This is an optimization exercise on Yosys and OpenROAD, whose aim is small area, not a production implementation. The RTL was checked by simulation tests, not by an equivalence proof against the original design. Power figures rest on the tool's default switching activity, not on a simulated workload.

## conv3x3_window_gen
module conv3x3_window_gen #(
  parameter int DATA_W = 128,
  parameter int ROW_W  = 12,
  parameter int ROW_H  = 12
) (
  input  logic                    clk,
  input  logic                    rst,
  input  logic                    in_valid,
  input  logic [DATA_W-1:0]       in_data,
  input  logic [DATA_W-1:0]       row1_data,
  input  logic [DATA_W-1:0]       row2_data,
  output logic                    out_valid,
  output logic [9*DATA_W-1:0]     out_window,
  output logic [$clog2(ROW_H)-1:0] out_row,
  output logic [$clog2(ROW_W)-1:0] out_col,
  output logic                    frame_done,
  output logic                    stream_err
);
Size: roughly 1,600 I/O pins, ~24,000 sq um of cells after synthesis.
Settings: LEC_CHECK=0, CAP_MARGIN=20, CORE_AREA=95 95 365 365, CTS_BUF_LIST=sky130_fd_sc_hd__clkbuf_8, CTS_CLUSTER_SIZE=20, DIE_AREA=0 0 460 460, SLEW_MARGIN=20; clock period 5.0 ns.
run.sh (not shown) runs the stock make flow with config.mk's settings and CLKGATE_MAP_FILE= SYNTH_SCRIPT=/design/flow/synth_recipe.tcl, a recipe that flattens the netlist after the stock synthesis.
The baseline produced a clean layout.
==> next run, changes <==
==> flow/flow/run.sh (new file) <==
#!/bin/bash
# Standard ORFS layout with smaller port buffers, denser pin spacing and a leaner clock tree.
set -euo pipefail
export BUFFER_PORTS_ARGS="-buffer_cell sky130_fd_sc_hd__buf_1"
export PLACE_PINS_ARGS="-min_distance 1 -min_distance_in_tracks"
export CTS_ARGS="-sink_clustering_enable -repair_clock_nets -dont_use_dummy_load -buf_list sky130_fd_sc_hd__clkbuf_8 -sink_clustering_size 20"
bash standard.sh > standard.log 2>&1
==> flow/standard.sh (new file) <==
#!/bin/bash
# synth_recipe.tcl (not shown) runs the flow's synth.tcl, then flattens the netlist and writes it again
# the make line also repeats each setting of config.mk as NAME=value (left out here)
make -C /OpenROAD-flow-scripts/flow DESIGN_CONFIG=/design/flow/config.mk WORK_HOME=/design/flow/orfs CLKGATE_MAP_FILE= SYNTH_SCRIPT=/design/flow/synth_recipe.tcl "${@:-finish}"
--- a/flow/config.mk
+++ b/flow/config.mk
@@ -8,6 +8,4 @@
 export CAP_MARGIN = 20
-export CORE_AREA = 95 95 365 365
-export CTS_BUF_LIST = sky130_fd_sc_hd__clkbuf_8
-export CTS_CLUSTER_SIZE = 20
-export DIE_AREA = 0 0 460 460
+export CORE_AREA = 12 12 228 228
+export DIE_AREA = 0 0 240 240
 export SLEW_MARGIN = 20
removed: flow/run.sh
After rerunning: Combinational power fell by 57%; setup slack improves by 0.78 ns; sequential power barely changes.

conv3x3_window_gen, a different RTL version from the one above (not shown whole).
For scale: about 1200 cells after synthesis, roughly 1200 flip-flops, ~1600 I/O pins, ~24000 um^2 of cells after synthesis.
Settings: LEC_CHECK=0, CAP_MARGIN=20, CORE_AREA=12 12 228 228, DIE_AREA=0 0 240 240, SLEW_MARGIN=20; clock period 5.0 ns.
standard.sh (not shown) runs the stock make flow with config.mk's settings and CLKGATE_MAP_FILE= SYNTH_SCRIPT=/design/flow/synth_recipe.tcl, a recipe that flattens the netlist after the stock synthesis.
==> flow/flow/run.sh <==
#!/bin/bash
# Standard ORFS layout with the smallest port buffers, pins one routing track apart and a
# clock tree of mid-size clock buffers without dummy loads.
set -euo pipefail
export BUFFER_PORTS_ARGS="-buffer_cell sky130_fd_sc_hd__buf_1"
export PLACE_PINS_ARGS="-min_distance 1 -min_distance_in_tracks"
export CTS_ARGS="-sink_clustering_enable -repair_clock_nets -dont_use_dummy_load -buf_list sky130_fd_sc_hd__clkbuf_8 -sink_clustering_size 16 -sink_clustering_max_diameter 50"
bash standard.sh > standard.log 2>&1
Change:
ABC_AREA = 1   (was not set)
Maximum frequency went up by 4.2%.
Critical path depth stays the same.
Global-route usage goes up by 0.59 points.
Synthesized area barely changes.
Setup slack improved by 0.11 ns.
Design area barely changes.
Cell count came out higher by 0.71%.
Via count grows by 1.1%.
Hold slack gets better by 0.020 ns.
Wire length rises by 0.52%.

-- static timing again, ports no longer ideal --
The flow's constraints put no driver on any port. The routed layouts listed below were extracted and timed again, unchanged, in two steps.
Step 1 assumes that a clkbuf_16 drives the clock port and a buf_2 every other input.
Step 2 times the ports against the registers' clock, not the clock port: input delays grow and output delays shrink by t, the midpoint of the rising clock arrivals with the driver on.
Three values: no drivers, after step 1, after step 2; two values: the first two.
run | shift t [ns] | setup slack, ns | worst hold slack (ns) | worst setup path at the end | slew at the worst register clock pin (ns)
the first run of note 1 | 0.894 | 1.579 / 1.501 / 2.229 | 0.318 / 0.318 / 0.318 | input to register | 0.07 / 0.07
the second run of note 1 | 0.830 | 2.354 / 2.295 / 2.751 | 0.202 / 0.209 / 0.304 | input to register | 0.07 / 0.07
the first run of note 2 | 0.744 | 2.283 / 2.223 / 2.485 | 0.287 / 0.313 / 0.316 | input to register | 0.10 / 0.10
the second run of note 2 | 0.727 | 2.393 / 2.333 / 2.763 | 0.306 / 0.326 / 0.328 | input to register | 0.10 / 0.10
After both steps setup and hold are still met in every run listed.
